This is an optimization exercise on Yosys and OpenROAD, whose aim is small area, a short achievable clock period and few clock cycles per item, not a production implementation. Function was checked by simulation only, so behaviour that the tests miss may differ from the original. Power is estimated from default activity; no workload was simulated.

### flow/config.mk
export PLATFORM = sky130hd
export DESIGN_NAME = conv_top
export DESIGN_NICKNAME = conv_top
export VERILOG_FILES = /design/flow/design.v
export SDC_FILE = /design/flow/constraint.sdc
export NUM_CORES = 4
export LEC_CHECK = 0
export CAP_MARGIN = 20
export CORE_MARGIN = 2
export CORE_UTILIZATION = 40
export SLEW_MARGIN = 20
### flow/constraint.sdc
create_clock -name core_clock -period 11.5 [get_ports {clk}]
set_input_delay 2.3000 -clock core_clock [delete_from_list [all_inputs] [get_ports {clk}]]
set_output_delay 2.3000 -clock core_clock [all_outputs]
set_load 0.01 [all_outputs]
### flow/design.v
`timescale 1ns/1ns
`default_nettype none
module conv_top
(
    input  logic        clk,
    input  logic        rst,
    input  logic        start,
    input  logic [19:0] cfg_weight_base,
    input  logic [19:0] cfg_bias_base,
    input  logic [19:0] cfg_data_base,
    input  logic [19:0] cfg_result_base,
    input  logic [9:0]  cfg_rownum,
    input  logic [9:0]  cfg_columnnum,
    input  logic [9:0]  cfg_filternum,
    input  logic [7:0]  mem_rdata,
    output logic        mem_en,
    output logic        mem_we,
    output logic [19:0] mem_addr,
    output logic [7:0]  mem_wdata,
    output logic        conv_finish
);
    localparam logic [1:0] PH_LOAD  = 2'd0;
    localparam logic [1:0] PH_DATA  = 2'd1;
    localparam logic [1:0] PH_DRAIN = 2'd2;
    logic        busy;
    logic [1:0]  phase;
    logic [3:0]  tapcnt;       
    logic [19:0] wptr;
    logic [19:0] bptr;
    logic [19:0] rptr;
    logic [19:0] db;
    logic [19:0] cp;           
    logic [9:0]  nrows;
    logic [9:0]  ncols;
    logic [9:0]  rowcnt;       
    logic [9:0]  colcnt;       
    logic [9:0]  filtcnt;      
    logic [1:0]  wrow;         
    logic        rfirst;
    logic        cfirst;
    logic        en_q;
    logic        we_q;
    logic [19:0] addr_q;
    logic [7:0]  wdata_q;
    logic [6:0]  tg0, tg1, tg2;
    logic        t3_first, t3_initrow, t3_emit_a, t3_emit_b;
    logic        t4_emit_a, t4_emit_b;
    logic        t5_emit_b;
    logic        write_due;
    logic        rd_data;
    logic        rd_weight;
    logic        rd_bias;
    logic        rlast;
    logic        clast;
    logic        flast;
    logic        rd_first;
    logic        rd_last;
    logic        drained;
    logic [19:0] off;
    logic        off_cin;
    logic [19:0] data_addr;
    logic [19:0] ptr;
    logic [19:0] ptr_inc;
    logic [6:0]  tag_d;
    assign write_due = t4_emit_a || t5_emit_b;
    assign rd_data   = busy && !write_due && (phase == PH_DATA);
    assign rd_weight = busy && !write_due && (phase == PH_LOAD) && (tapcnt != 4'd9);
    assign rd_bias   = busy && !write_due && (phase == PH_LOAD) && (tapcnt == 4'd9);
    assign rlast     = (rowcnt == 10'd1);
    assign clast     = (colcnt == 10'd1);
    assign flast     = (filtcnt == 10'd1);
    assign rd_first  = (wrow == 2'd1);
    assign rd_last   = (wrow == 2'd2) || (wrow == 2'd0 && rlast)
                    || (wrow == 2'd1 && rfirst && rlast);
    assign drained   = (phase == PH_DRAIN) && (tapcnt == 4'd6);
    always_comb
    begin
        case (wrow)
            2'd0:    begin off = ~{10'd0, ncols}; off_cin = 1'b1; end
            2'd2:    begin off =  {10'd0, ncols}; off_cin = 1'b0; end
            default: begin off = 20'd0;           off_cin = !(rfirst && cfirst); end
        endcase
    end
    assign data_addr = cp + off + {19'd0, off_cin};
    assign ptr     = write_due ? rptr : ((tapcnt == 4'd9) ? bptr : wptr);
    assign ptr_inc = ptr + 20'd1;
    always_comb
    begin
        tag_d = 7'd0;
        if (rd_weight || rd_bias)
            tag_d = {1'b1, 2'd3, 4'd0};
        else if (rd_data)
            tag_d = {1'b1, wrow, rd_first, rd_first && cfirst,
                     rd_last && !cfirst, rd_last && clast};
    end
    always_ff @(posedge clk)
    begin
        if (rst)
        begin
            busy        <= 1'b0;
            phase       <= PH_LOAD;
            en_q        <= 1'b0;
            we_q        <= 1'b0;
            tg0         <= 7'd0;
            conv_finish <= 1'b0;
        end
        else
        begin
            tg0         <= tag_d;
            en_q        <= busy && (write_due || phase == PH_LOAD || phase == PH_DATA);
            we_q        <= busy && write_due;
            conv_finish <= busy && drained;
            if (!busy)
            begin
                if (start)
                begin
                    busy  <= 1'b1;
                    phase <= PH_LOAD;
                end
            end
            else if (drained)
                busy <= 1'b0;
            if (rd_bias)
                phase <= PH_DATA;
            if (rd_data && rd_last && clast && rlast)
                phase <= flast ? PH_DRAIN : PH_LOAD;
        end
    end
    always_ff @(posedge clk)
        addr_q <= rd_data ? data_addr : ptr;
    always_ff @(posedge clk)
    begin
        if (!busy)
        begin
            wptr    <= cfg_weight_base;
            bptr    <= cfg_bias_base;
            db      <= cfg_data_base;
            rptr    <= cfg_result_base;
            nrows   <= cfg_rownum;
            ncols   <= cfg_columnnum;
            filtcnt <= cfg_filternum;
            tapcnt  <= 4'd0;
        end
        else
        begin
            if (write_due)
                rptr <= ptr_inc;
            if (rd_weight)
            begin
                wptr   <= ptr_inc;
                tapcnt <= tapcnt + 4'd1;
            end
            if (rd_bias)
            begin
                bptr   <= ptr_inc;
                tapcnt <= 4'd0;
                cp     <= db;
                rowcnt <= nrows;
                colcnt <= ncols;
                rfirst <= 1'b1;
                cfirst <= 1'b1;
                wrow   <= 2'd1;
            end
            if (phase == PH_DRAIN)
                tapcnt <= tapcnt + 4'd1;
            if (rd_data)
            begin
                if (wrow == 2'd1)
                    cp <= data_addr;
                if (!rd_last)
                    wrow <= (wrow == 2'd1 && !rfirst) ? 2'd0 : 2'd2;
                else
                begin
                    wrow   <= 2'd1;
                    cfirst <= 1'b0;
                    colcnt <= colcnt - 10'd1;
                    if (clast)
                    begin
                        colcnt <= ncols;
                        cfirst <= 1'b1;
                        rowcnt <= rowcnt - 10'd1;
                        rfirst <= 1'b0;
                        if (rlast)
                            filtcnt <= filtcnt - 10'd1;
                    end
                end
            end
        end
    end
    assign mem_en    = en_q;
    assign mem_we    = we_q;
    assign mem_addr  = addr_q;
    assign mem_wdata = wdata_q;
    always_ff @(posedge clk)
    begin
        if (rst)
        begin
            tg1       <= 7'd0;
            tg2       <= 7'd0;
            t3_first  <= 1'b0;
            t3_emit_a <= 1'b0;
            t3_emit_b <= 1'b0;
            t4_emit_a <= 1'b0;
            t4_emit_b <= 1'b0;
            t5_emit_b <= 1'b0;
        end
        else
        begin
            tg1       <= tg0;
            tg2       <= tg1;
            t3_first  <= tg2[6] && (tg2[5:4] != 2'd3) && tg2[3];
            t3_emit_a <= tg2[6] && tg2[1];
            t3_emit_b <= tg2[6] && tg2[0];
            t4_emit_a <= t3_emit_a;
            t4_emit_b <= t3_emit_b;
            t5_emit_b <= t4_emit_b;
        end
    end
    always_ff @(posedge clk)
        t3_initrow <= tg2[2];
    function automatic logic [37:0] mac(input logic [18:0] acc_s,
                                        input logic [18:0] acc_c,
                                        input logic [3:0]  one,
                                        input logic [3:0]  two,
                                        input logic [3:0]  neg,
                                        input logic [7:0]  w);
        logic [8:0]      mag;
        logic [3:0][8:0] pp;
        logic [18:0]     r0, r1, r2, r3, rk;
        logic [18:0]     s1, c1, s2, c2, s3, c3, s4, c4, s5, c5;
        for (int k = 0; k < 4; k++)
        begin
            mag   = one[k] ? {w[7], w} : (two[k] ? {w, 1'b0} : 9'd0);
            pp[k] = neg[k] ? ~mag : mag;
        end
        r0 = {10'd0, ~pp[0][8], pp[0][7:0]};
        r1 = { 8'd0, ~pp[1][8], pp[1][7:0], 1'b0, neg[0]};
        r2 = { 6'd0, ~pp[2][8], pp[2][7:0], 1'b0, neg[1], 2'd0};
        r3 = { 4'd0, ~pp[3][8], pp[3][7:0], 1'b0, neg[2], 4'd0};
        rk = 19'h7AB00 | {12'd0, neg[3], 6'd0};
        s1 = r0 ^ r1 ^ r2;
        c1 = ((r0 & r1) | (r0 & r2) | (r1 & r2)) << 1;
        s2 = r3 ^ rk ^ acc_c;
        c2 = ((r3 & rk) | (r3 & acc_c) | (rk & acc_c)) << 1;
        s3 = s1 ^ c1 ^ s2;
        c3 = ((s1 & c1) | (s1 & s2) | (c1 & s2)) << 1;
        s4 = s3 ^ c3 ^ c2;
        c4 = ((s3 & c3) | (s3 & c2) | (c3 & c2)) << 1;
        s5 = s4 ^ c4 ^ acc_s;
        c5 = ((s4 & c4) | (s4 & acc_s) | (c4 & acc_s)) << 1;
        mac = {c5, s5};
    endfunction
    logic [9:0][7:0]    wreg;          
    logic               in_data;
    logic [8:0]         xe;
    logic [3:0]         b_one, b_two, b_neg;
    logic [7:0]         w_a, w_b, w_d;
    logic [18:0]        a_s, a_c, b_s, b_c, d_s, d_c;
    logic [18:0]        src_as, src_ac, src_bs, src_bc, src_ds, src_dc;
    logic [18:0]        bias_x;
    logic [18:0]        a_sum;
    logic [7:0]         sat_a;
    always_ff @(posedge clk)
    begin
        if (tg2[6] && tg2[5:4] == 2'd3)
        begin
            for (int k = 0; k < 9; k++)
                wreg[k] <= wreg[k+1];
            wreg[9] <= mem_rdata;
        end
    end
    assign in_data = tg2[6] && (tg2[5:4] != 2'd3);
    assign xe      = {mem_rdata, 1'b0};
    always_ff @(posedge clk)
    begin
        for (int k = 0; k < 4; k++)
        begin
            b_one[k] <= in_data && (xe[2*k+1] ^ xe[2*k]);
            b_two[k] <= in_data && ((xe[2*k+2] && !xe[2*k+1] && !xe[2*k])
                                 || (!xe[2*k+2] && xe[2*k+1] && xe[2*k]));
            b_neg[k] <= in_data && xe[2*k+2];
        end
        case (tg2[5:4])
            2'd0:    begin w_d <= wreg[0]; w_b <= wreg[1]; w_a <= wreg[2]; end
            2'd1:    begin w_d <= wreg[3]; w_b <= wreg[4]; w_a <= wreg[5]; end
            default: begin w_d <= wreg[6]; w_b <= wreg[7]; w_a <= wreg[8]; end
        endcase
        if (t3_emit_b)
            w_a <= 8'd0;
    end
    assign bias_x = {{11{wreg[9][7]}}, wreg[9]};
    always_comb
    begin
        if (t3_first || t4_emit_b)
        begin
            src_as = b_s;
            src_ac = b_c;
        end
        else
        begin
            src_as = a_s;
            src_ac = a_c;
        end
        if (!t3_first)
        begin
            src_bs = b_s;
            src_bc = b_c;
        end
        else if (t3_initrow)
        begin
            src_bs = bias_x;
            src_bc = 19'd0;
        end
        else
        begin
            src_bs = d_s;
            src_bc = d_c;
        end
        if (t3_first)
        begin
            src_ds = bias_x;
            src_dc = 19'd0;
        end
        else
        begin
            src_ds = d_s;
            src_dc = d_c;
        end
    end
    always_ff @(posedge clk)
    begin
        {a_c, a_s} <= mac(src_as, src_ac, b_one, b_two, b_neg, w_a);
        {b_c, b_s} <= mac(src_bs, src_bc, b_one, b_two, b_neg, w_b);
        {d_c, d_s} <= mac(src_ds, src_dc, b_one, b_two, b_neg, w_d);
    end
    assign a_sum = a_s + a_c;
    assign sat_a = a_sum[18] ? 8'd0 : ((|a_sum[17:11]) ? 8'd127 : {1'b0, a_sum[10:4]});
    always_ff @(posedge clk)
        wdata_q <= sat_a;
endmodule
`default_nettype wire
### flow/flow/run.sh
#!/bin/bash
# The standard layout (the standard.sh, unchanged synthesis and steps),
# with the timing repair aiming at a setup slack of SETUP_SLACK_MARGIN ns
# instead of 0, so that it sizes and buffers the paths for a shorter period.
# The clock period and every constraint stay the design's.
set -euo pipefail
export SETUP_SLACK_MARGIN=${SETUP_SLACK_MARGIN:-8}
bash standard.sh > standard.log 2>&1
### flow/standard.sh
#!/bin/bash
# synth_recipe.tcl (not shown) runs the flow's synth.tcl, then flattens the netlist and writes it again
# the make line also repeats each setting of config.mk as NAME=value (left out here)
make -C /OpenROAD-flow-scripts/flow DESIGN_CONFIG=/design/flow/config.mk WORK_HOME=/design/flow/orfs CLKGATE_MAP_FILE= SYNTH_SCRIPT=/design/flow/synth_recipe.tcl "${@:-finish}"
==> out/results.tsv, run 1 <==
stage	metric	value	unit
floorplanning	rows	90	
status	status	timing/DRC/antenna clean	
floorplanning	die_x	252	µm
setup_path	worstPathRequired	9.20	ns
drt	drtIter0Drc	1099	
flow_run	cap_violations	0	
cts	clock_path_buffers	3	
floorplanning	fp.dieH	252	µm
drt	drt-total-wl	59.1	mm
sta	hold_viol	0	
floorplanning	die_area	0.0636	mm²
setup_path	path_max_fanout	1	
sta	period_share	0.300	
logic_synthesis	netlist_instances	2321	
floorplanning	start_util	0.407	
setup_path	critPathSlowestCell	dfxtp_1	
sta	fmax	290	MHz
placement	place.gp.congestion	0.855	
sta	final.setup.tns	0	ns
logic_synthesis	synth_ff_type	edfxtp_1	
drt	route.vias.total	17100	
drt	wl_per_cell	18.2	µm
setup_path	crit_path_end_kind	output pin	
cts	clk_latency	0.60	ns
layout	syn2layout_area_growth	17.0	%
drt	drt.antenna.violating_nets	0	
layout	antennaDiodeCount	0	
hold_path	hold_path_class	flip-flop to flip-flop	
sta	setup_viol	0	
setup_path	cp.depth	1	
setup_path	worstRegToRegCells	11	
cts	cts_root_buffer	clkbuf_16	
hold_path	whs_path_depth	0	
pwr	combinationalPowerShare	0.242	
pwr	leakagePower	11.7	nW
grt	grt_pass1_vias	17700	
setup_path	cp_cell_sequence	dlygate4sd2_1	
setup_path	cpPeakStageDelay	0.29	ns
placement	port-buffer-count	150	
layout	nNetsFinal	2792	
cts	cts_tree	done	
drt	avgViaCountPerCell	5.26	
floorplanning	coreArea	0.0606	mm²
logic_synthesis	yosysSeqAreaShare	0.457	
grt	gr-total-overflow	0	
placement	dp_hpwl	41.3	mm
logic_synthesis	synthDistinctLibCells	78	
sta	whs	0.328	ns
pwr	clkPwrFrac	0.345	
logic_synthesis	yosys.area.top_type	edfxtp_1	
setup_path	startpoint_type	flip-flop	
drt	drtPass1Iterations	7	
logic_synthesis	synth_top_area_frac	0.285	
layout	drive_gt1_frac	0.101	
logic_synthesis	synth_area_leaders	edfxtp_1 (29%), dfxtp_1 (17%), fa_1 (9.4%)	
pwr	p_switching	0.00150	W
cts	cts_buffers	50	
sta	slew_violations	0	
grt	grt_max_degree	60	
sta	worstMarginPinSlew	1.04	ns
cts	clock-sinks	446	
grt	antenna_found_initial	5	
pwr	internal_power	0.00360	W
setup_path	critical_path_class	flip-flop to output pin	
pwr	irDropWorstVdd	0.000101	V
logic_synthesis	synth_nets	2680	
sta	worst_clock_skew	0.0212	ns
cts	h-tree-depth	2	
logic_synthesis	synth_area	0.0246	mm²
setup_path	worstPathArrival	1.14	ns
pwr	powerDensity	177	mW/mm²
pwr	sequentialPowerShare	0.413	
sta	fin_crit	3.44	ns
sta	rsz0062_at_grt	true	
sta	slew_headroom	0.307	
logic_synthesis	async_reset_ff_frac	0	
logic_synthesis	synth_edf_count	234	
pwr	switching_share	0.295	
grt	grt_first_pass_wirelength	94.7	mm
logic_synthesis	synth-warning-count	1	
logic_synthesis	ys_ff_latch	446	
logic_synthesis	synth.avg_cell_area	10.6	µm²
floorplanning	ios	152	
grt	grt_usage	0.186	
cts	cts_hold_buf	0	
cts	clk_transition_reported_paths	0.06	ns
setup_path	crit_family	flip-flops	
drt	route.detailed.drc	0	
setup_path	cp.buffers_inverters	1	
==> power groups by stage <==
| stage | sequential (W) | combinational [W] | clock (W) |
|---|---|---|---|
| 2_1_floorplan | 0.00209 | 0.000920 | 0 |
| 5_1_grt | 0.00214 | 0.00146 | 0.00186 |
| 6_report | 0.00211 | 0.00124 | 0.00176 |
| 4_1_cts | 0.00211 | 0.00126 | 0.00181 |
| 3_3_place_gp | 0.00214 | 0.00118 | 0 |
| 3_5_place_dp | 0.00214 | 0.00126 | 0 |
==> sequential cells by signal, indices dropped and copies added (netlist names), 19 cells and up <==
register  count
cp           20
d_s          19
b_s          19
bptr         20
wptr         20
addr_q       20
wreg         80
a_s          19
db           20
rptr         20
==> layout make-up <==
type	instances	area (µm²)
sequential	446	11300
timing repair buffer	191	1820
inverter	202	764
timing repair inverter	1	5.00
fill	5577	31700
clock inverter	35	482
multi-input combinational	1541	12200
tap	782	978
clock buffer	58	1340
==> path summary, 6_finish.rpt <==
kind / to / start / slack (ns)
max reg2reg: a_s[5] / b_one[2] / 8.14
min reg2reg: t3_initrow / tg2[2] / 0.33
max: mem_wdata[5] / wdata_q[5] / 8.06
min: t3_initrow / tg2[2] / 0.33
==> routing by layer <==
| layer | wire (µm) | track usage | vias up | share of wire |
|---|---|---|---|---|
| met5 | 58 | 0 | - | 0.00098 |
| met4 | 1240 | 0.0478 | 10 | 0.021 |
| met3 | 3100 | 0.0368 | 97 | 0.052 |
| met2 | 28400 | 0.319 | 428 | 0.48 |
| met1 | 26300 | 0.242 | 8294 | 0.44 |
| li1 | - | - | 8283 | - |
==> cells by family after synthesis <==
logic type,after synthesis,share of synthesized area
and+or+nand+nor,556,0.107
AOI/OAI and AO/OA,468,0.120
muxes,108,0.0462
other,1,0.000152
DFF,446,0.457
buffers and inverters,335,0.0537
adders and majority gates,238,0.156
xor gates and xnor gates,169,0.0601
==> cells in the mapped netlist (all sizes together), types with 32 or more instances <==
library cell,instances
buf,32
nand2,190
fa,116
nor2b,39
nor3,33
xnor2,103
dfxtp,212
a21oi,126
nor2,161
clkbuf,101
a22oi,71
mux2i,63
inv,200
edfxtp,234
ha,122
and3,34
xor2,66
o21ai,143
mux2,45
==> metrics by stage <==
| step | util | area [µm²] | total power [W] | cells | setup WS, ns |
|---|---|---|---|---|---|
| 3_3_place_gp | 0.442 | 26800 | 0.00332 | 3145 | 7.51 |
| 2_1_floorplan | - | 24600 | 0.00301 | 2321 | 8.01 |
| 3_5_place_dp | 0.442 | 26800 | 0.00340 | 3146 | 7.41 |
| 4_1_cts | 0.474 | 28700 | 0.00518 | 3245 | 7.98 |
| 5_1_grt | 0.476 | 28800 | 0.00546 | 3256 | 7.98 |
| 6_report | 0.476 | 28800 | 0.00511 | 3256 | 8.06 |
==> cell usage in the layout, fill, tap and decap left out, types with 12 or more instances in the layout <==
cell / netlist / routed
buf_4: 2 / 32
o21a_1: 15 / 15
dfxtp_1: 212 / 202
o31a_1: 12 / 12
nor3_1: 32 / 32
and3_1: 34 / 33
nor2_1: 160 / 157
a31oi_1: 12 / 12
xor2_1: 66 / 66
a211oi_1: 15 / 14
mux2i_1: 63 / 63
edfxtp_1: 234 / 234
a21oi_1: 126 / 126
a22oi_1: 71 / 71
fa_1: 116 / 114
clkdlybuf4s50_1: 0 / 120
nor2b_1: 39 / 36
o21ai_0: 130 / 128
clkbuf_16: 0 / 51
ha_1: 122 / 121
xnor2_1: 103 / 103
nor4_1: 18 / 18
nand3_1: 23 / 23
o21ai_1: 13 / 14
inv_1: 200 / 198
mux2_2: 45 / 45
nand2_1: 189 / 189
==> timing repair <==
item,4_1_cts,5_1_grt
gates cloned,1,1
buffers inserted,5,9
setup endpoints to repair,149,88
resized for setup,87,42
hold endpoints to repair,0,0
pin swaps,1,4
Testbench counts, summed over its fixed seeds: cycles 42,564, results 10,859.
==> inputs of run 2 (changes only) <==
--- a/flow/flow/run.sh
+++ b/flow/flow/run.sh
@@ -4,5 +4,5 @@
 # instead of 0, so that it sizes and buffers the paths for a shorter period.
 # The clock period and every constraint stay the design's.
 set -euo pipefail
-export SETUP_SLACK_MARGIN=${SETUP_SLACK_MARGIN:-8}
+export SETUP_SLACK_MARGIN=${SETUP_SLACK_MARGIN:-9}
 bash standard.sh > standard.log 2>&1
==> run 2 against run 1 <==
Via count is 9.9% higher. Final area up 17%. First-iteration DRC count grew 7.7%. Critical path type unchanged. Sequential share of layout area fell by 5.5 points. Clock power down 6%. Total power increased by 4.2%. Largest cell class unchanged. Synthesized cell count unchanged. Routed wire length rose by 13%. Final cell count increased by 6.5%. Clock skew grew 0.010 ns. Die area unchanged. Highest routed layer unchanged.
==> out/results.tsv, run 2 <==
stage	metric	value	unit
status	status	timing/DRC/antenna clean	
logic_synthesis	ys_ff_latch	446	
setup_path	crit_path_end_kind	output pin	
drt	wl_per_cell	19.3	µm
layout	largest_register_ffs	80	
sta	slew_headroom	0.306	
drt	route.vias.total	18800	
drt	route.detailed.drc	0	
setup_path	worstPathRequired	9.20	ns
setup_path	crit_family	flip-flops	
pwr	fin_total_pwr	0.00532	W
setup_path	startpoint_type	flip-flop	
hold_path	hold_path_class	flip-flop to flip-flop	
sta	slew_violations	0	
sta	rsz0062_at_grt	true	
setup_path	path_max_fanout	1	
sta	final.setup.tns	0	ns
logic_synthesis	yosysMostFrequentCell	edfxtp_1	
flow_run	cap_violations	0	
grt	antenna_found_initial	2	
setup_path	critPathSlowestCell	dfxtp_4	
pwr	irDropWorstVdd	0.000102	V
sta	hold_viol	0	
cts	cts_hold_buf	0	
logic_synthesis	synthDistinctLibCells	78	
layout	finalInstanceArea	0.0338	mm²
sta	period_share	0.296	
pwr	switching_share	0.309	
pwr	clkPwrFrac	0.311	
layout	n_fill_cell	5000	
placement	place_area	0.0277	mm²
logic_synthesis	synth.avg_cell_area	10.6	µm²
sta	fmax	294	MHz
pwr	combinationalPowerShare	0.288	
placement	port-buffer-count	150	
logic_synthesis	synth_top_area_frac	0.285	
drt	drt.antenna.violating_nets	0	
sta	setup_viol	0	
setup_path	cp_cell_sequence	buf_6	
logic_synthesis	synth_area_leaders	edfxtp_1 (29%), dfxtp_1 (17%), fa_1 (9.4%)	
cts	cts_root_buffer	clkbuf_16	
grt	grt_pass1_vias	19200	
setup_path	critical_path_class	flip-flop to output pin	
sta	worst_clock_skew	0.0315	ns
grt	gr-total-overflow	0	
cts	cts_buffers	51	
logic_synthesis	synth_commonest_cells	edfxtp_1 (234), dfxtp_1 (212), inv_1 (200)	
drt	drtIter0Drc	1184	
grt	grt_first_pass_wirelength	103	mm
logic_synthesis	synth_area	0.0246	mm²
floorplanning	ios	152	
floorplanning	rows	90	
placement	placed_cells	3145	
cts	clk_transition_reported_paths	0.06	ns
logic_synthesis	yosys.area.top_type	edfxtp_1	
grt	grt_usage	0.207	
cts	cts_tree	done	
floorplanning	die_x	252	µm
grt	grt_max_degree	81	
placement	dp_hpwl	42.0	mm
placement	place.gp.congestion	0.860	
logic_synthesis	async_reset_ff_frac	0	
pwr	sequentialPowerShare	0.402	
layout	fin_util	0.558	
layout	syn2layout_area_growth	37.2	%
floorplanning	coreArea	0.0606	mm²
logic_synthesis	synth_edf_count	234	
cts	clock-sinks	446	
layout	nNetsFinal	3003	
cts	clk_latency	0.62	ns
layout	regMostFlops	wreg	
logic_synthesis	yosysSeqAreaShare	0.457	
cts	clock_path_buffers	3	
layout	drive_gt1_frac	0.355	
pwr	leakagePower	13.4	nW
floorplanning	fp.dieH	252	µm
drt	drtPass1Iterations	5	
floorplanning	die_area	0.0636	mm²
sta	fin_crit	3.41	ns
drt	avgViaCountPerCell	5.42	
drt	drt-total-wl	66.9	mm
logic_synthesis	synth-warning-count	1	
logic_synthesis	synth_ff_type	edfxtp_1	
floorplanning	start_util	0.407	
logic_synthesis	synth_nets	2680	
pwr	powerDensity	157	mW/mm²
setup_path	cp.buffers_inverters	1	
logic_synthesis	netlist_instances	2321	
cts	h-tree-depth	2	
layout	final_cells	3468	
layout	mostFrequentLayoutCell	edfxtp_1	
sta	worstMarginPinSlew	1.04	ns
setup_path	worstPathArrival	1.11	ns
pwr	internal_power	0.00368	W
pwr	p_switching	0.00164	W
setup_path	cpPeakStageDelay	0.36	ns
layout	final_cell_mix	edfxtp_1 (234), nand2_1 (176), dfxtp_1 (160)	
run 2: cell count changes in the layout (fill, tap and decap cells not counted), sizes merged, moves of 7 or more:
cell	before	now
clkbuf	64	76
clkdlybuf4s50	120	81
bufinv	10	2
clkdlybuf4s15	11	2
buf	51	270
bufbuf	0	7
dlygate4sd2	3	29
run 2: kinds of logic after synthesis:
kind of cell,share of synthesized area
DFF,0.457
AOI/OAI and AO/OA,0.120
xor gates and xnor gates,0.0601
muxes,0.0462
adders and majority gates,0.156
and+or+nand+nor,0.107
buffers and inverters,0.0537
other,0.000152
run 2: stage by stage:
step,worst slack [ns],hold slack (ns)
finish,8.09,0.328
global route,8.07,0.335
CTS,8.08,0.329
detailed placement,7.60,0.315
global placement,7.63,0.315
floorplan,8.35,0.310
run 2: layout make-up:
type	instances	area, µm²	share of cell area
multi-input cells	1546	14400	0.427
flip-flops and latches	446	11400	0.336
repair buffers	396	4270	0.126
clock buffers	74	1530	0.0453
inverters	202	1030	0.0304
well taps	782	978	0.0289
clock inverters	20	195	0.00577
repair inverters	1	7.51	0.000222
diodes	1	2.50	0.0000740
run 2: metal layers:
| metal | part of all wire | vias to the layer above | wire (µm) | GRT usage |
|---|---|---|---|---|
| li1 | - | 8732 | - | - |
| met1 | 0.41 | 9280 | 27700 | 0.255 |
| met2 | 0.50 | 615 | 33100 | 0.360 |
| met3 | 0.055 | 168 | 3700 | 0.0355 |
| met4 | 0.036 | 4 | 2420 | 0.0811 |
| met5 | 0.00036 | - | 24 | 0 |
run 2: path summary, 6_finish.rpt:
check	start	end	slack, ns	cells after the start
min reg2reg	tg2[2]	t3_initrow	0.33	0
min	tg2[2]	t3_initrow	0.33	0
max reg2reg	b_one[1]	b_s[5]	8.18	12
max	addr_q[2]	mem_addr[2]	8.09	1
run 2: power by group through the flow:
stage / clock network [W] / registers [W] / logic (W)
floorplan: 0 / 0.00209 / 0.000979
global placement: 0 / 0.00215 / 0.00126
detailed placement: 0 / 0.00215 / 0.00133
CTS: 0.00169 / 0.00213 / 0.00146
global route: 0.00175 / 0.00216 / 0.00175
finish: 0.00165 / 0.00214 / 0.00153
run 2: timing repair:
item | CTS | global route
gates cloned | 20 | 0
resized for setup | 553 | 201
setup buffers | 162 | 46
setup endpoints to repair | 379 | 247
pin swaps | 169 | 126
==> inputs of run 3 (changes only) <==
==> flow/flow/run.sh (replaced) <==
#!/bin/bash
# The standard layout (the standard.sh, unchanged synthesis and steps),
# with the timing repair aiming at a setup slack of SETUP_SLACK_MARGIN ns
# instead of 0, so that it sizes and buffers the paths for a shorter period,
# and the smallest buffer on the ports (timing repair upsizes those that
# need it). The clock period and every constraint stay the design's.
set -euo pipefail
export SETUP_SLACK_MARGIN=${SETUP_SLACK_MARGIN:-8.3}
export BUFFER_PORTS_ARGS="-buffer_cell sky130_fd_sc_hd__buf_1"
bash standard.sh > standard.log 2>&1
==> run 3 against run 2 <==
Still clean on timing, DRC and antenna. Combinational power is 18% lower. Via count is 5.5% lower. Global-route usage is 1.4 points lower. Core utilization is 7.6 points lower. Sequential power hardly changed. Hold slack worse by 0.00095 ns. Final cell count is 4.3% lower. Maximum frequency is 1.1% higher. Register-to-register slack better by 0.05 ns. Die area stayed put. Flip-flop and latch count stayed put. Critical path depth stayed put. Critical path type unchanged. Largest power group unchanged.
==> out/results.tsv, run 3 <==
stage	metric	value	unit
status	status	timing/DRC/antenna clean	
logic_synthesis	yosysMostFrequentCell	edfxtp_1	
sta	worstMarginPinSlew	0.967	ns
placement	dp_hpwl	41.4	mm
grt	grt_first_pass_wirelength	97.8	mm
layout	final_cells	3320	
grt	gr-total-overflow	0	
cts	clock_path_buffers	3	
cts	h-tree-depth	2	
placement	port-buffer-count	150	
sta	fin_crit	3.37	ns
setup_path	cp_cell_sequence	buf_6	
logic_synthesis	synthDistinctLibCells	78	
layout	largest_register_ffs	80	
setup_path	path_max_fanout	1	
setup_path	worstPathArrival	1.07	ns
logic_synthesis	yosys.area.top_type	edfxtp_1	
logic_synthesis	synthAdderAreaFrac	0.156	
setup_path	crit_path_end_kind	output pin	
sta	slew_violations	0	
floorplanning	die_area	0.0636	mm²
floorplanning	ios	152	
layout	syn2layout_area_growth	18.5	%
drt	drt-total-wl	62.0	mm
setup_path	crit_family	flip-flops	
setup_path	cp.buffers_inverters	1	
setup_path	cpPeakStageDelay	0.36	ns
layout	final_cell_mix	edfxtp_1 (234), inv_1 (187), nand2_1 (185)	
floorplanning	start_util	0.407	
logic_synthesis	synth-warning-count	1	
setup_path	startpoint_type	flip-flop	
logic_synthesis	synth_edf_count	234	
sta	period_share	0.293	
layout	mostFrequentLayoutCell	edfxtp_1	
layout	nNetsFinal	2854	
setup_path	critical_path_class	flip-flop to output pin	
placement	placed_cells	3147	
logic_synthesis	synth_top_area_frac	0.285	
setup_path	rrSetupSlack	8.23	ns
sta	slew_headroom	0.356	
drt	drtIter0Drc	1245	
logic_synthesis	synth_area_leaders	edfxtp_1 (29%), dfxtp_1 (17%), fa_1 (9.4%)	
logic_synthesis	synth_ff_type	edfxtp_1	
logic_synthesis	yosys.area_share.simple	0.107	
cts	cts_buffers	50	
pwr	irDropWorstVdd	0.000133	V
logic_synthesis	synth_xor_area_frac	0.0601	
grt	grt_usage	0.193	
setup_path	critPathSlowestCell	dfxtp_4	
layout	regMostFlops	wreg	
floorplanning	coreArea	0.0606	mm²
logic_synthesis	muxShareOfSynthArea	0.0462	
floorplanning	rows	90	
cts	cts_root_buffer	clkbuf_16	
setup_path	worstRegToRegCells	11	
layout	drive_gt1_frac	0.166	
sta	worst_clock_skew	0.0227	ns
drt	avgViaCountPerCell	5.35	
logic_synthesis	synth_area	0.0246	mm²
pwr	powerDensity	172	mW/mm²
logic_synthesis	synth_commonest_cells	edfxtp_1 (234), dfxtp_1 (212), inv_1 (200)	
sta	rsz0062_at_grt	true	
logic_synthesis	synth_top_family_by_area	adder cells	
sta	setup_viol	0	
cts	clk_latency	0.59	ns
cts	clk_transition_reported_paths	0.06	ns
logic_synthesis	synth-compound-area-share	0.120	
placement	place.gp.congestion	0.850	
drt	wl_per_cell	18.7	µm
setup_path	cp.depth	1	
logic_synthesis	synth_nets	2680	
sta	fmax	297	MHz
drt	route.vias.total	17800	
cts	clock-sinks	446	
pwr	leakagePower	11.8	nW
grt	grt_pass1_vias	17900	
flow_run	cap_violations	0	
floorplanning	fp.dieH	252	µm
logic_synthesis	yosysSeqAreaShare	0.457	
drt	drt.antenna.violating_nets	0	
grt	antenna_found_initial	4	
floorplanning	die_x	252	µm
hold_path	whs_path_depth	0	
drt	route.detailed.drc	0	
logic_synthesis	netlist_instances	2321	
drt	drtPass1Iterations	5	
sta	hold_viol	0	
sta	final.setup.tns	0	ns
cts	cts_tree	done	
logic_synthesis	ys_ff_latch	446	
grt	grt_max_degree	104	
setup_path	worstPathRequired	9.20	ns
logic_synthesis	async_reset_ff_frac	0	
logic_synthesis	synth.avg_cell_area	10.6	µm²
hold_path	hold_path_class	flip-flop to flip-flop	
[run 3: layout make-up]
class | count | area [µm²]
Tap cell | 782 | 978
Fill cell | 5469 | 31400
Sequential cell | 446 | 11300
Timing Repair inverter | 1 | 5.00
Multi-Input combinational cell | 1542 | 12600
Inverter | 202 | 772
Antenna cell | 3 | 7.51
Timing Repair Buffer | 252 | 1860
Clock buffer | 64 | 1400
Clock inverter | 28 | 292
[run 3: final timing paths]
kind,start,endpoint
worst max-delay path,addr_q[2],mem_addr[2]
worst max register to register,b_one[2],a_s[8]
worst min-delay path,tg2[2],t3_initrow
worst min register to register,tg2[2],t3_initrow
[run 3: kinds of logic (layout without fill, tap and decap cells)]
family,Yosys count,count (layout)
and+or+nand+nor,556,557
AOI/OAI and AO/OA,468,469
DFF,446,446
buffers and inverters,335,547
adders and majority gates,238,238
xor gates and xnor gates,169,169
muxes,108,108
other,1,4
[run 3: report_power, final]
part	leakage [nW]	total [W]	internal, W	switching [W]
clock	0.840	0.00165	0.000975	0.000672
combinational	6.94	0.00125	0.000572	0.000677
sequential	4.04	0.00212	0.00196	0.000166
[run 3: timing repair]
item                       in CTS  in global routing
gates cloned                    8                  2
gates resized for setup       132                135
setup endpoints to repair     223                162
hold buffers                    0                  0
setup buffers                  39                 29
pin swaps                      22                 65
[run 3: through the flow]
| step | hold slack, ns | cell area [µm²] | power [W] | util | worst slack [ns] |
|---|---|---|---|---|---|
| 6_report | 0.327 | 29200 | 0.00502 | 0.482 | 8.13 |
| 5_1_grt | 0.347 | 29200 | 0.00536 | 0.482 | 8.11 |
| 4_1_cts | 0.331 | 28500 | 0.00503 | 0.470 | 8.10 |
| 3_5_place_dp | 0.317 | 25900 | 0.00336 | 0.427 | 6.95 |
| 3_3_place_gp | 0.314 | 25900 | 0.00327 | 0.427 | 7.05 |
| 2_1_floorplan | 0.310 | 24700 | 0.00301 | - | 8.30 |
[run 3: routing by layer]
layer / vias up / wire (µm) / global-route usage
li1: 8424 / - / -
met1: 8655 / 27300 / 0.255
met2: 556 / 29100 / 0.319
met3: 132 / 3490 / 0.0306
met4: 2 / 2090 / 0.0695
met5: - / 9 / 0
==> inputs of run 4 (changes only) <==
--- a/flow/flow/run.sh
+++ b/flow/flow/run.sh
@@ -5,6 +5,6 @@
 # and the smallest buffer on the ports (timing repair upsizes those that
 # need it). The clock period and every constraint stay the design's.
 set -euo pipefail
-export SETUP_SLACK_MARGIN=${SETUP_SLACK_MARGIN:-8.3}
+export SETUP_SLACK_MARGIN=${SETUP_SLACK_MARGIN:-8}
 export BUFFER_PORTS_ARGS="-buffer_cell sky130_fd_sc_hd__buf_1"
 bash standard.sh > standard.log 2>&1
--- a/flow/config.mk
+++ b/flow/config.mk
@@ -8,4 +8,6 @@
 export CAP_MARGIN = 20
 export CORE_MARGIN = 2
 export CORE_UTILIZATION = 40
+export CTS_CLUSTER_DIAMETER = 100
+export CTS_CLUSTER_SIZE = 30
 export SLEW_MARGIN = 20
==> run 4 against run 3 <==
Non-clock buffer count fell by 58. Final cell count fell by 3.4%. Die area did not move. Area after synthesis did not move. Global-route usage fell by 1.2 points. Synthesized cell count did not move. Critical path type unchanged. Critical endpoint unchanged. Largest cell class unchanged.
==> out/results.tsv, run 4 <==
stage	metric	value	unit
grt	grt_pass1_vias	17800	
cts	clk_transition_reported_paths	0.11	ns
layout	drive_gt1_frac	0.0746	
sta	worstMarginPinSlew	1.09	ns
pwr	irDropWorstVdd	0.000124	V
placement	dp_hpwl	40.7	mm
sta	fmax	290	MHz
layout	syn2layout_area_growth	9.62	%
logic_synthesis	async_reset_ff_frac	0	
cts	clock-sinks	446	
setup_path	startpoint_type	flip-flop	
sta	worst_clock_skew	0.0262	ns
grt	busiest_layer	met2	
floorplanning	coreArea	0.0606	mm²
cts	clk_latency	0.59	ns
drt	route.vias.total	16900	
logic_synthesis	synth-warning-count	1	
logic_synthesis	yosysMostFrequentCell	edfxtp_1	
status	status	timing/DRC/antenna clean	
cts	clock_path_buffers	3	
layout	nNetsFinal	2768	
placement	port-buffer-count	150	
grt	antenna_found_initial	5	
flow_run	cap_violations	0	
pwr	leakagePower	10.8	nW
grt	grt_first_pass_wirelength	93.0	mm
drt	drtPass1Iterations	5	
setup_path	worstPathArrival	1.15	ns
floorplanning	rows	90	
sta	slew_violations	0	
logic_synthesis	synthDistinctLibCells	78	
cts	h-tree-depth	1	
cts	cts_root_buffer	clkbuf_16	
placement	place_area	0.0258	mm²
logic_synthesis	synth_top_area_frac	0.285	
layout	n_fill_cell	5747	
logic_synthesis	yosys.area.top_type	edfxtp_1	
floorplanning	die_x	252	µm
layout	antennaDiodeCount	0	
setup_path	crit_family	flip-flops	
floorplanning	start_util	0.407	
floorplanning	die_area	0.0636	mm²
grt	met1_usage	0.237	
logic_synthesis	netlist_instances	2321	
grt	grt_usage	0.181	
layout	largest_register_ffs	80	
floorplanning	ios	152	
sta	setup_viol	0	
logic_synthesis	synth_commonest_cells	edfxtp_1 (234), dfxtp_1 (212), inv_1 (200)	
logic_synthesis	synth_ff_type	edfxtp_1	
sta	slew_headroom	0.270	
hold_path	hold_path_class	flip-flop to flip-flop	
grt	grt_max_degree	81	
setup_path	crit_path_end_kind	output pin	
layout	final_cell_mix	edfxtp_1 (234), dfxtp_1 (206), inv_1 (198)	
cts	cts_buffers	23	
logic_synthesis	synth_area_leaders	edfxtp_1 (29%), dfxtp_1 (17%), fa_1 (9.4%)	
setup_path	critPathSlowestCell	dfxtp_1	
logic_synthesis	synth_area	0.0246	mm²
sta	hold_viol	0	
sta	rsz0062_at_grt	true	
cts	cts_hold_buf	0	
logic_synthesis	ys_ff_latch	446	
grt	gr-total-overflow	0	
sta	fin_crit	3.45	ns
grt	grt_util_met3	0.0263	
setup_path	critical_path_class	flip-flop to output pin	
logic_synthesis	synth_edf_count	234	
setup_path	cp.buffers_inverters	1	
drt	route.detailed.drc	0	
sta	period_share	0.300	
placement	place.gp.congestion	0.871	
logic_synthesis	yosysSeqAreaShare	0.457	
drt	drt.antenna.violating_nets	0	
layout	mostFrequentLayoutCell	edfxtp_1	
layout	regMostFlops	wreg	
drt	drtIter0Drc	1106	
setup_path	cp_cell_sequence	buf_1	
cts	cts_tree	done	
drt	wl_per_cell	18.0	µm
pwr	powerDensity	160	mW/mm²
drt	avgViaCountPerCell	5.28	
sta	final.setup.tns	0	ns
floorplanning	fp.dieH	252	µm
logic_synthesis	synth.avg_cell_area	10.6	µm²
logic_synthesis	synth_nets	2680	
setup_path	cpPeakStageDelay	0.40	ns
layout	finalInstanceArea	0.0270	mm²
grt	grt_use_met2	0.311	
setup_path	worstPathRequired	9.20	ns
drt	drt-total-wl	57.7	mm
setup_path	path_max_fanout	1	
run 4: cell counts after synthesis:
Identical to the previous run, type by type.
run 4: through the flow:
stage | total power (W) | hold WS (ns) | setup slack [ns] | std cells | util
after floorplan | 0.00301 | 0.310 | 8.01 | 2321 | -
after global placement | 0.00327 | 0.312 | 7.50 | 3146 | 0.426
after detailed placement | 0.00334 | 0.316 | 7.47 | 3146 | 0.426
after CTS | 0.00437 | 0.344 | 7.98 | 3193 | 0.442
after global routing | 0.00466 | 0.356 | 7.98 | 3207 | 0.446
final | 0.00432 | 0.344 | 8.05 | 3207 | 0.446
run 4: path summary, 6_finish.rpt:
kind,endpoint,from,slack [ns],cells after the start
setup / recovery,mem_addr[2],addr_q[2],8.05,1
hold / removal,t3_initrow,tg2[2],0.34,0
setup reg to reg,b_s[5],b_one[2],8.14,11
hold reg to reg,t3_initrow,tg2[2],0.34,0
run 4: kinds of logic after synthesis:
| family | after synthesis | synth area share |
|---|---|---|
| AOI/OAI and AO/OA | 468 | 0.120 |
| xor gates and xnor gates | 169 | 0.0601 |
| adders and majority gates | 238 | 0.156 |
| buffers and inverters | 335 | 0.0537 |
| DFF | 446 | 0.457 |
| muxes | 108 | 0.0462 |
| other | 1 | 0.000152 |
| and+or+nand+nor | 556 | 0.107 |
run 4: layer usage:
metal	up-vias	routed length, µm
met5	-	59
met4	10	1340
met2	385	27700
met3	95	2650
li1	8192	-
met1	8252	26000
run 4: what timing repair did:
| action | in CTS | in global routing |
|---|---|---|
| setup buffers | 5 | 11 |
| gates cloned | 1 | 1 |
| endpoints found under the setup margin | 117 | 64 |
| gates resized for setup | 14 | 25 |
| pin swaps | 1 | 4 |
run 4: where the power goes:
part	internal, W	total [W]	switching [W]
sequential	0.00195	0.00210	0.000151
combinational	0.000535	0.00119	0.000657
clock	0.000437	0.00102	0.000588
total	0.00292	0.00432	0.00140
run 4: final cells by class:
cell class	count	area (µm²)	share of cell area
Sequential cell	446	11300	0.418
Multi-Input combinational cell	1541	12200	0.451
Clock inverter	14	216	0.00801
Clock buffer	27	604	0.0224
Timing Repair Buffer	194	986	0.0365
Timing Repair inverter	1	5.00	0.000185
Inverter	202	767	0.0284
Tap cell	782	978	0.0362
run 4: worst register-to-register path, cell delays in order, from the launching register on:
cell,delay [ns]
dfxtp_1,0.34
buf_12,0.17
nor2b_1,0.13
buf_4,0.27
a22oi_1,0.13
xnor2_1,0.17
fa_1,0.58
fa_1,0.44
fa_1,0.49
inv_1,0.05
fa_1,0.47
inv_1,0.03
==> inputs of run 5 (changes only) <==
--- a/flow/flow/run.sh
+++ b/flow/flow/run.sh
@@ -5,6 +5,6 @@
 # and the smallest buffer on the ports (timing repair upsizes those that
 # need it). The clock period and every constraint stay the design's.
 set -euo pipefail
-export SETUP_SLACK_MARGIN=${SETUP_SLACK_MARGIN:-8}
+export SETUP_SLACK_MARGIN=${SETUP_SLACK_MARGIN:-7.7}
 export BUFFER_PORTS_ARGS="-buffer_cell sky130_fd_sc_hd__buf_1"
 bash standard.sh > standard.log 2>&1
--- a/flow/config.mk
+++ b/flow/config.mk
@@ -8,6 +8,6 @@
 export CAP_MARGIN = 20
 export CORE_MARGIN = 2
 export CORE_UTILIZATION = 40
-export CTS_CLUSTER_DIAMETER = 100
-export CTS_CLUSTER_SIZE = 30
+export CTS_CLUSTER_DIAMETER = 80
+export CTS_CLUSTER_SIZE = 24
 export SLEW_MARGIN = 20
==> run 5 against run 4 <==
Final cell count is essentially flat. Sequential share of layout area grew 0.096 points. Sequential power about the same. Register-to-register slack got worse by 0.26 ns. Clock power is 9.8% higher.
==> out/results.tsv, run 5 <==
stage	metric	value	unit
logic_synthesis	netlist_instances	2321	
floorplanning	coreArea	0.0606	mm²
setup_path	critPathSlowestCell	fa_1	
setup_path	crit_path_end_kind	flip-flop	
logic_synthesis	synth_ff_type	edfxtp_1	
drt	drtPass1Iterations	5	
cts	clk_transition_reported_paths	0.09	ns
placement	port-buffer-count	150	
logic_synthesis	synth_area	0.0246	mm²
drt	wl_per_cell	18.0	µm
sta	slew_violations	0	
setup_path	cp_cell_sequence	nor2b_4 > buf_4 > a22oi_1 > xnor2_1 > fa_1 > inv_1 > fa_1 > fa_1 > inv_1 > fa_1	
logic_synthesis	synth_area_leaders	edfxtp_1 (29%), dfxtp_1 (17%), fa_1 (9.4%)	
sta	final.setup.tns	0	ns
logic_synthesis	synth_commonest_cells	edfxtp_1 (234), dfxtp_1 (212), inv_1 (200)	
setup_path	cp_common_cell	fa_1	
sta	rsz0062_at_grt	false	
layout	regMostFlops	wreg	
setup_path	path_max_fanout	12	
cts	cts_root_buffer	clkbuf_16	
layout	multi_input_area	0.0121	mm²
layout	largest_register_ffs	80	
logic_synthesis	synth.avg_cell_area	10.6	µm²
sta	fmax	276	MHz
floorplanning	rows	90	
status	status	timing/DRC/antenna clean	
cts	clock_path_buffers	3	
layout	n_fill_cell	5699	
cts	cts_tree	done	
grt	gr-total-overflow	0	
placement	dp_hpwl	40.9	mm
layout	final_cells	3210	
flow_run	cap_violations	0	
logic_synthesis	synth_top_area_frac	0.285	
logic_synthesis	synthDistinctLibCells	78	
grt	antenna_found_initial	4	
layout	drive_gt1_frac	0.0684	
logic_synthesis	ys_ff_latch	446	
setup_path	cpPeakStageDelay	0.57	ns
placement	place.gp.congestion	0.852	
sta	fin_crit	3.62	ns
cts	cts_buffers	28	
logic_synthesis	synth_edf_count	234	
drt	drtIter0Drc	1056	
drt	drt-total-wl	57.7	mm
drt	route.vias.total	17100	
pwr	powerDensity	164	mW/mm²
logic_synthesis	yosysMostFrequentCell	edfxtp_1	
sta	period_share	0.315	
placement	placed_cells	3145	
layout	regArea	0.0113	mm²
sta	setup_viol	0	
setup_path	worstPathArrival	4.10	ns
sta	worstMarginPinSlew	1.02	ns
setup_path	worstPathRequired	11.97	ns
floorplanning	start_util	0.407	
setup_path	critical_path_class	flip-flop to flip-flop	
grt	grt_usage	0.181	
grt	grt_max_degree	59	
floorplanning	die_x	252	µm
floorplanning	die_area	0.0636	mm²
hold_path	hold_path_class	flip-flop to flip-flop	
hold_path	whs_path_depth	0	
logic_synthesis	synth_nets	2680	
layout	syn2layout_area_growth	9.30	%
sta	hold_viol	0	
layout	nNetsFinal	2765	
logic_synthesis	yosysSeqAreaShare	0.457	
grt	grt_first_pass_wirelength	92.9	mm
sta	slew_headroom	0.322	
pwr	leakagePower	10.8	nW
cts	cts_hold_buf	0	
logic_synthesis	async_reset_ff_frac	0	
logic_synthesis	yosys.area.top_type	edfxtp_1	
setup_path	worstRegToRegCells	10	
floorplanning	fp.dieH	252	µm
drt	avgViaCountPerCell	5.32	
cts	h-tree-depth	1	
cts	clk_latency	0.61	ns
layout	final_cell_mix	edfxtp_1 (234), dfxtp_1 (210), inv_1 (200)	
floorplanning	ios	152	
cts	clock-sinks	446	
setup_path	startpoint_type	flip-flop	
pwr	irDropWorstVdd	0.000137	V
sta	worst_clock_skew	0.0272	ns
grt	grt_pass1_vias	17200	
logic_synthesis	synth-warning-count	1	
layout	antennaDiodeCount	0	
layout	mostFrequentLayoutCell	edfxtp_1	
drt	route.detailed.drc	0	
drt	drt.antenna.violating_nets	0	
==> run 5: cell counts after synthesis <==
No cell type changed its count.
==> run 5: where the power goes <==
part / internal [W] / switching, W
sequential: 0.00195 / 0.000156
clock: 0.000502 / 0.000613
combinational: 0.000534 / 0.000658
==> run 5: kinds of logic (layout without fill, tap and decap cells) <==
logic type / count (synthesis) / after routing / synth area share
and+or+nand+nor: 556 / 557 / 0.107
other: 1 / 1 / 0.000152
muxes: 108 / 108 / 0.0462
AOI/OAI and AO/OA: 468 / 468 / 0.120
xor gates and xnor gates: 169 / 169 / 0.0601
adders and majority gates: 238 / 238 / 0.156
DFF: 446 / 446 / 0.457
buffers and inverters: 335 / 441 / 0.0537
==> run 5: cell type report <==
type	count	share of cell area
Sequential cell	446	0.419
Clock inverter	16	0.00683
Timing Repair Buffer	187	0.0324
Clock buffer	36	0.0283
Tap cell	782	0.0363
Inverter	202	0.0283
Multi-Input combinational cell	1541	0.449
==> run 5: worst paths after layout <==
kind	start	to	slack, ns
min	tg2[2]	t3_initrow	0.33
max reg2reg	b_two[2]	d_s[8]	7.88
min reg2reg	tg2[2]	t3_initrow	0.33
max	b_two[2]	d_s[8]	7.88
==> run 5: metal layers <==
metal  wire length (µm)  global-route usage  up-vias
met5                 26                   0        -
met4               1350              0.0472        6
met3               2730              0.0281       93
met2              27400               0.306      417
met1              26200               0.244     8369
li1                   -                   -     8188
==> run 5: what timing repair did <==
action | in CTS | in global routing
setup endpoints to repair | 63 | 39
gates resized for setup | 5 | 6
gates cloned | 1 | 0
pin swaps | 0 | 1
setup buffers | 3 | 7
==> run 5: critical path, delay by kind of cell, from the launching register on <==
kind                     cells  cell delay (ns)
AO/OA/AOI/OAI                1             0.11
XOR/XNOR                     1             0.19
adder cells (fa/ha/maj)      4             1.94
buffers and inverters        3             0.36
flip-flops                   1             0.56
AND/OR/NAND/NOR              1             0.32
==> run 5: metrics by stage <==
step / util / instance area, µm² / setup WS, ns / hold WS, ns / total power [W]
final: 0.445 / 26900 / 7.88 / 0.334 / 0.00442
after global placement: 0.426 / 25800 / 7.05 / 0.313 / 0.00327
after CTS: 0.443 / 26800 / 7.75 / 0.335 / 0.00447
after global routing: 0.445 / 26900 / 7.74 / 0.339 / 0.00476
after floorplan: - / 24600 / 7.88 / 0.310 / 0.00301
after detailed placement: 0.426 / 25800 / 6.99 / 0.314 / 0.00335
==> inputs of run 6 (changes only) <==
--- a/flow/flow/run.sh
+++ b/flow/flow/run.sh
@@ -5,6 +5,6 @@
 # and the smallest buffer on the ports (timing repair upsizes those that
 # need it). The clock period and every constraint stay the design's.
 set -euo pipefail
-export SETUP_SLACK_MARGIN=${SETUP_SLACK_MARGIN:-7.7}
+export SETUP_SLACK_MARGIN=${SETUP_SLACK_MARGIN:-8}
 export BUFFER_PORTS_ARGS="-buffer_cell sky130_fd_sc_hd__buf_1"
 bash standard.sh > standard.log 2>&1
--- a/flow/config.mk
+++ b/flow/config.mk
@@ -7,7 +7,7 @@
 export LEC_CHECK = 0
 export CAP_MARGIN = 20
 export CORE_MARGIN = 2
-export CORE_UTILIZATION = 40
+export CORE_UTILIZATION = 60
 export CTS_CLUSTER_DIAMETER = 80
 export CTS_CLUSTER_SIZE = 24
 export SLEW_MARGIN = 20
==> run 6 against run 5 <==
Global-route usage rose by 8.4 points. Non-clock buffer count rose by 7. Sequential power barely moved. Total power fell by 0.18%. Critical path depth fell by 9. Combinational power barely moved. Count of clock-buffer cells in the layout did not move. Largest cell class unchanged.
==> out/results.tsv, run 6 <==
stage	metric	value	unit
logic_synthesis	yosysSeqAreaShare	0.457	
setup_path	worstRegToRegCells	11	
layout	final_cell_mix	edfxtp_1 (234), dfxtp_1 (206), inv_1 (200)	
grt	grt_max_degree	90	
sta	fmax	291	MHz
sta	slew_violations	0	
cts	clk_latency	0.60	ns
layout	largest_register_ffs	80	
setup_path	crit_family	flip-flops	
cts	clock_path_buffers	3	
drt	avgViaCountPerCell	5.77	
logic_synthesis	yosysMostFrequentCell	edfxtp_1	
status	status	timing/DRC/antenna clean	
sta	worstMarginPinSlew	1.06	ns
drt	route.vias.total	17100	
sta	whs	0.333	ns
sta	setup_viol	0	
pwr	leakagePower	10.9	nW
sta	worst_clock_skew	0.0215	ns
cts	h-tree-depth	1	
drt	drt.antenna.violating_nets	0	
logic_synthesis	netlist_instances	2321	
floorplanning	rows	74	
grt	grt_first_pass_wirelength	89.5	mm
drt	drtPass1Iterations	5	
setup_path	critical_path_class	flip-flop to output pin	
placement	port-buffer-count	150	
logic_synthesis	synth_area	0.0246	mm²
sta	rsz0062_at_grt	false	
layout	syn2layout_area_growth	8.62	%
sta	final.setup.tns	0	ns
placement	place.gp.congestion	0.851	
layout	finalInstanceArea	0.0268	mm²
setup_path	worstPathArrival	1.14	ns
cts	clock-sinks	446	
floorplanning	coreArea	0.0406	mm²
layout	mostFrequentLayoutCell	edfxtp_1	
floorplanning	ios	152	
layout	regArea	0.0113	mm²
logic_synthesis	async_reset_ff_frac	0	
logic_synthesis	synth_edf_count	234	
sta	slew_headroom	0.289	
setup_path	crit_path_end_kind	output pin	
layout	multi_input_area	0.0122	mm²
cts	cts_hold_buf	0	
sta	layout_setup_ws	8.06	ns
logic_synthesis	synth_nets	2680	
cts	cts_tree	done	
layout	nNetsFinal	2772	
pwr	fin_total_pwr	0.00441	W
drt	wl_per_cell	18.9	µm
cts	clk_transition_reported_paths	0.08	ns
grt	grt_usage	0.266	
setup_path	critPathSlowestCell	dfxtp_1	
drt	drt-total-wl	56.0	mm
setup_path	cp.buffers_inverters	1	
logic_synthesis	synth-warning-count	1	
layout	regMostFlops	wreg	
grt	gr-total-overflow	0	
logic_synthesis	synth_top_area_frac	0.285	
pwr	powerDensity	165	mW/mm²
drt	drtIter0Drc	1103	
logic_synthesis	synth.avg_cell_area	10.6	µm²
floorplanning	die_x	207	µm
setup_path	cp_cell_sequence	buf_1	
drt	route.detailed.drc	0	
drt	wl_met1	24.2	mm
sta	fin_crit	3.44	ns
placement	dp_hpwl	39.7	mm
logic_synthesis	synthDistinctLibCells	78	
drt	met2_length	28.1	mm
cts	cts_buffers	28	
setup_path	path_max_fanout	1	
logic_synthesis	synth_commonest_cells	edfxtp_1 (234), dfxtp_1 (212), inv_1 (200)	
layout	antennaDiodeCount	0	
logic_synthesis	ys_ff_latch	446	
drt	wl_met3	2.16	mm
floorplanning	die_area	0.0427	mm²
grt	grt_pass1_vias	17200	
layout	drive_gt1_frac	0.0739	
logic_synthesis	synth_area_leaders	edfxtp_1 (29%), dfxtp_1 (17%), fa_1 (9.4%)	
floorplanning	fp.dieH	207	µm
setup_path	cp.depth	1	
logic_synthesis	synth_ff_type	edfxtp_1	
hold_path	whs_path_depth	0	
placement	pre_cts_ws	7.61	ns
hold_path	hold_path_class	flip-flop to flip-flop	
setup_path	startpoint_type	flip-flop	
cts	cts_root_buffer	clkbuf_16	
logic_synthesis	yosys.area.top_type	edfxtp_1	
grt	antenna_found_initial	0	
floorplanning	start_util	0.606	
sta	period_share	0.299	
flow_run	cap_violations	0	
setup_path	cpPeakStageDelay	0.38	ns
sta	hold_viol	0	
drt	top_layer	met4	
pwr	irDropWorstVdd	0.000164	V
layout	n_fill_cell	3272	
setup_path	worstPathRequired	9.20	ns
placement	place_area	0.0255	mm²
[run 6: cell count changes in the layout (fill, tap and decap cells not counted), moves of 2 or more]
cell and change:
clkinv_8 +6, buf_4 +5, dfxtp_1 -4, dfxtp_2 +4
inv_6 -4, buf_6 +3, clkbuf_1 +2, fa_1 -2
fa_2 +2, inv_8 -2, o2111ai_1 -2, o2111ai_2 +2
[run 6: routing by layer]
metal,vias to the layer above,track usage
met5,-,0
met4,0,0.0783
met3,87,0.0251
met2,421,0.473
met1,8389,0.346
li1,8213,-
[run 6: path summary, 6_finish.rpt]
kind | startpoint | endpoint | slack (ns)
setup / recovery | addr_q[15] | mem_addr[15] | 8.06
hold / removal | tg2[2] | t3_initrow | 0.33
setup reg to reg | b_one[0] | a_s[5] | 8.14
hold reg to reg | tg2[2] | t3_initrow | 0.33
[run 6: timing repair]
action                                  4_1_cts  5_1_grt
resized for setup                            12       21
endpoints found under the setup margin       75       68
buffers inserted                              9        8
pin swaps                                     2        4
cloned                                        1        0
[run 6: kinds of logic (layout without fill, tap and decap cells)]
| group | count (synthesis) | after routing | synth area share |
|---|---|---|---|
| simple gates | 556 | 557 | 0.107 |
| xor+xnor | 169 | 169 | 0.0601 |
| compound gates | 468 | 468 | 0.120 |
| fa+ha+maj | 238 | 238 | 0.156 |
| buf+inv | 335 | 448 | 0.0537 |
| mux | 108 | 108 | 0.0462 |
| other cells | 1 | 1 | 0.000152 |
| flops | 446 | 446 | 0.457 |
[run 6: through the flow]
step | std cells | utilization
after floorplan | 2321 | -
after global placement | 2897 | 0.628
after detailed placement | 2897 | 0.628
after CTS | 2959 | 0.655
after global routing | 2967 | 0.659
final | 2967 | 0.659
[run 6: cell type report]
class / count / area share
Clock inverter: 16 / 0.00879
Tap cell: 532 / 0.0249
Clock buffer: 36 / 0.0273
Timing Repair Buffer: 194 / 0.0347
Inverter: 202 / 0.0283
Multi-Input combinational cell: 1541 / 0.455
Sequential cell: 446 / 0.422
[run 6: report_power, final]
group / total [W] / internal [W] / switching [W]
sequential: 0.00211 / 0.00195 / 0.000158
clock: 0.00111 / 0.000506 / 0.000602
combinational: 0.00119 / 0.000534 / 0.000656
total: 0.00441 / 0.00299 / 0.00142
==> inputs of run 7 (changes only) <==
--- a/flow/config.mk
+++ b/flow/config.mk
@@ -10,4 +10,5 @@
 export CORE_UTILIZATION = 60
 export CTS_CLUSTER_DIAMETER = 80
 export CTS_CLUSTER_SIZE = 24
+export PLACE_DENSITY = 0.8
 export SLEW_MARGIN = 20
==> run 7 against run 6 <==
Final cell count did not move. Critical path depth stayed put. Largest cell class unchanged. Synthesized cell count unchanged. Highest routed layer unchanged. Worst setup slack worse by 0.0096 ns. Core utilization shrank 0.11 points. Clock power is 5% lower. Hold slack gained 0.0025 ns.
==> out/results.tsv, run 7 <==
stage	metric	value	unit
drt	avgViaCountPerCell	5.88	
setup_path	worstPathArrival	1.15	ns
logic_synthesis	async_reset_ff_frac	0	
pwr	switching_share	0.322	
sta	fin_crit	3.45	ns
logic_synthesis	synth_ff_type	edfxtp_1	
logic_synthesis	yosys.area.top_type	edfxtp_1	
setup_path	crit_family	flip-flops	
sta	rsz0062_at_grt	true	
logic_synthesis	synth_nets	2680	
hold_path	whs_path_depth	0	
logic_synthesis	synth_edf_count	234	
pwr	internal_power	0.00298	W
sta	worstMarginPinSlew	1.09	ns
floorplanning	die_area	0.0427	mm²
placement	place.gp.congestion	0.883	
floorplanning	rows	74	
sta	slew_headroom	0.272	
cts	cts_hold_buf	0	
pwr	irDropWorstVdd	0.000153	V
sta	slew_violations	0	
setup_path	startpoint_type	flip-flop	
logic_synthesis	synthDistinctLibCells	78	
sta	period_share	0.300	
status	status	timing/DRC/antenna clean	
logic_synthesis	synth-warning-count	1	
setup_path	timing.rr.end	b_s[9]	
grt	grt_max_degree	118	
cts	clock_path_buffers	3	
setup_path	rrSetupSlack	8.11	ns
sta	fmax	290	MHz
layout	nNetsFinal	2772	
logic_synthesis	yosysMostFrequentCell	edfxtp_1	
setup_path	reg2reg_from	t3_initrow	
flow_run	cap_violations	0	
placement	placed_cells	2897	
cts	cts_tree	done	
logic_synthesis	netlist_instances	2321	
floorplanning	fp.dieH	207	µm
logic_synthesis	yosysSeqAreaShare	0.457	
logic_synthesis	ys_ff_latch	446	
layout	final_cells	2967	
drt	route.detailed.drc	0	
layout	drive_gt1_frac	0.0744	
drt	drt-total-wl	56.2	mm
grt	grt_first_pass_wirelength	89.9	mm
placement	dp_hpwl	39.4	mm
logic_synthesis	synth_area_leaders	edfxtp_1 (29%), dfxtp_1 (17%), fa_1 (9.4%)	
layout	syn2layout_area_growth	8.44	%
floorplanning	ios	152	
sta	hold_viol	0	
layout	final_cell_mix	edfxtp_1 (234), dfxtp_1 (207), inv_1 (198)	
drt	route.vias.total	17500	
hold_path	hold_path_end	t3_initrow	
setup_path	cpPeakStageDelay	0.39	ns
pwr	clkPwrFrac	0.241	
setup_path	worstRegToRegCells	9	
grt	gr-total-overflow	0	
cts	cts_root_buffer	clkbuf_16	
grt	grt_pass1_vias	17600	
pwr	sequentialPowerShare	0.480	
drt	drtIter0Drc	1685	
logic_synthesis	synth_top_area_frac	0.285	
floorplanning	start_util	0.606	
pwr	powerDensity	164	mW/mm²
cts	cts_buffers	27	
cts	h-tree-depth	1	
placement	port-buffer-count	150	
cts	clock-sinks	446	
setup_path	critPathSlowestCell	dfxtp_1	
sta	setup_viol	0	
cts	clk_latency	0.59	ns
sta	worst_clock_skew	0.0304	ns
layout	mostFrequentLayoutCell	edfxtp_1	
drt	wl_per_cell	19.0	µm
floorplanning	coreArea	0.0406	mm²
pwr	p_switching	0.00141	W
setup_path	critical_path_class	flip-flop to output pin	
logic_synthesis	synth_area	0.0246	mm²
setup_path	worstPathRequired	9.20	ns
drt	drtPass1Iterations	5	
cts	clk_transition_reported_paths	0.09	ns
setup_path	crit_path_end_kind	output pin	
pwr	leakagePower	10.8	nW
setup_path	cp.buffers_inverters	1	
pwr	combinationalPowerShare	0.278	
grt	antenna_found_initial	1	
sta	final.setup.tns	0	ns
hold_path	hold_path_class	flip-flop to flip-flop	
floorplanning	die_x	207	µm
layout	regMostFlops	wreg	
setup_path	path_max_fanout	1	
hold_path	hp-start	tg2[2]	
layout	largest_register_ffs	80	
logic_synthesis	synth.avg_cell_area	10.6	µm²
setup_path	cp_cell_sequence	buf_1	
drt	drt.antenna.violating_nets	0	
grt	grt_usage	0.265	
logic_synthesis	synth_commonest_cells	edfxtp_1 (234), dfxtp_1 (212), inv_1 (200)	
-- run 7: how the worst max path moves through the flow --
stage | from | endpoint | cells past startpoint
2_1_floorplan | b_neg[2] | a_s[5] | 9
6_report | addr_q[2] | mem_addr[2] | 1
5_1_grt | tapcnt[0] | wptr[18] | 11
3_5_place_dp | tapcnt[0] | bptr[14] | 11
4_1_cts | tapcnt[0] | bptr[14] | 11
3_3_place_gp | b_one[1] | a_s[5] | 10
-- run 7: stage by stage --
step / worst slack [ns] / instance area (µm²) / util / power (W) / hold WS [ns]
after CTS: 7.97 / 26500 / 0.651 / 0.00442 / 0.340
after detailed placement: 7.50 / 25500 / 0.628 / 0.00335 / 0.320
after floorplan: 8.01 / 24600 / - / 0.00301 / 0.310
final: 8.05 / 26700 / 0.657 / 0.00439 / 0.335
after global placement: 7.50 / 25500 / 0.628 / 0.00326 / 0.311
after global routing: 7.96 / 26700 / 0.657 / 0.00469 / 0.357
-- run 7: power groups by stage --
stage | clock network, W | logic, W | registers (W)
finish | 0.00106 | 0.00122 | 0.00211
floorplan | 0 | 0.000920 | 0.00209
CTS | 0.00108 | 0.00123 | 0.00211
global placement | 0 | 0.00112 | 0.00213
global route | 0.00113 | 0.00143 | 0.00214
detailed placement | 0 | 0.00121 | 0.00214
-- run 7: area by class of cell --
| class | instances | area (µm²) |
|---|---|---|
| fill | 3052 | 13900 |
| inverter | 202 | 762 |
| antenna | 1 | 2.50 |
| clock buffer | 35 | 706 |
| timing repair buffer | 194 | 941 |
| sequential | 446 | 11300 |
| clock inverter | 15 | 183 |
| tap | 532 | 666 |
| timing repair inverter | 1 | 5.00 |
| multi-input combinational | 1541 | 12200 |
-- run 7: kinds of logic after synthesis --
group           share of synthesized area
mux                                0.0462
fa+ha+maj                           0.156
buf+inv                            0.0537
xor+xnor                           0.0601
flops                               0.457
compound gates                      0.120
other cells                      0.000152
simple gates                        0.107
-- run 7: repair_timing --
action,4_1_cts,5_1_grt
pin swaps,1,3
setup buffers,2,14
endpoints found under the setup margin,96,74
hold endpoints to repair,0,0
resized for setup,12,21
gates cloned,1,1
-- run 7: per-layer routing --
layer,vias to the layer above,GRT usage,part of all wire
met1,8441,0.336,0.40
met4,0,0.0923,0.036
met3,122,0.0380,0.064
li1,8214,-,-
met5,-,0,0
met2,682,0.466,0.50

==> afterwards: timing with drivers on the ports <==
The flow's constraints put no driver on any port. The routed layouts listed below were extracted and timed again, unchanged, in two steps.
Step 1, drivers: a clkbuf_16 drives clk and a buf_2 each remaining input, both assumed.
Step 2, shift: input delay + t, output delay - t, t = (earliest + latest rising clock arrival at the registers) / 2. This alone moves slack from input paths to output paths.
Three values: no drivers, after step 1, after step 2; two values: the first two.
run	shift t [ns]	slack for setup (ns)	worst hold slack (ns)	latest minus earliest clock arrival (ns)	pins driven straight from the clock port
run 1	0.645	8.055 / 7.997 / 7.705	0.328 / 0.328 / 0.328	0.023 / 0.022	1
run 2	0.663	8.093 / 8.038 / 8.182	0.328 / 0.328 / 0.328	0.034 / 0.035	1
run 3	0.638	8.131 / 8.076 / 8.024	0.327 / 0.327 / 0.327	0.030 / 0.030	1
run 4	0.629	8.048 / 7.993 / 7.989	0.344 / 0.344 / 0.344	0.034 / 0.034	1
run 5	0.661	7.878 / 7.878 / 7.878	0.334 / 0.334 / 0.334	0.031 / 0.030	1
run 6	0.647	8.062 / 8.007 / 7.789	0.333 / 0.333 / 0.333	0.025 / 0.025	1
run 7	0.631	8.053 / 8.002 / 7.837	0.335 / 0.335 / 0.335	0.035 / 0.034	1
After both steps every run listed still meets setup and hold. The setup slack of run 1, which loses most, moves by -0.058 ns with the drivers and by -0.350 ns with both steps.
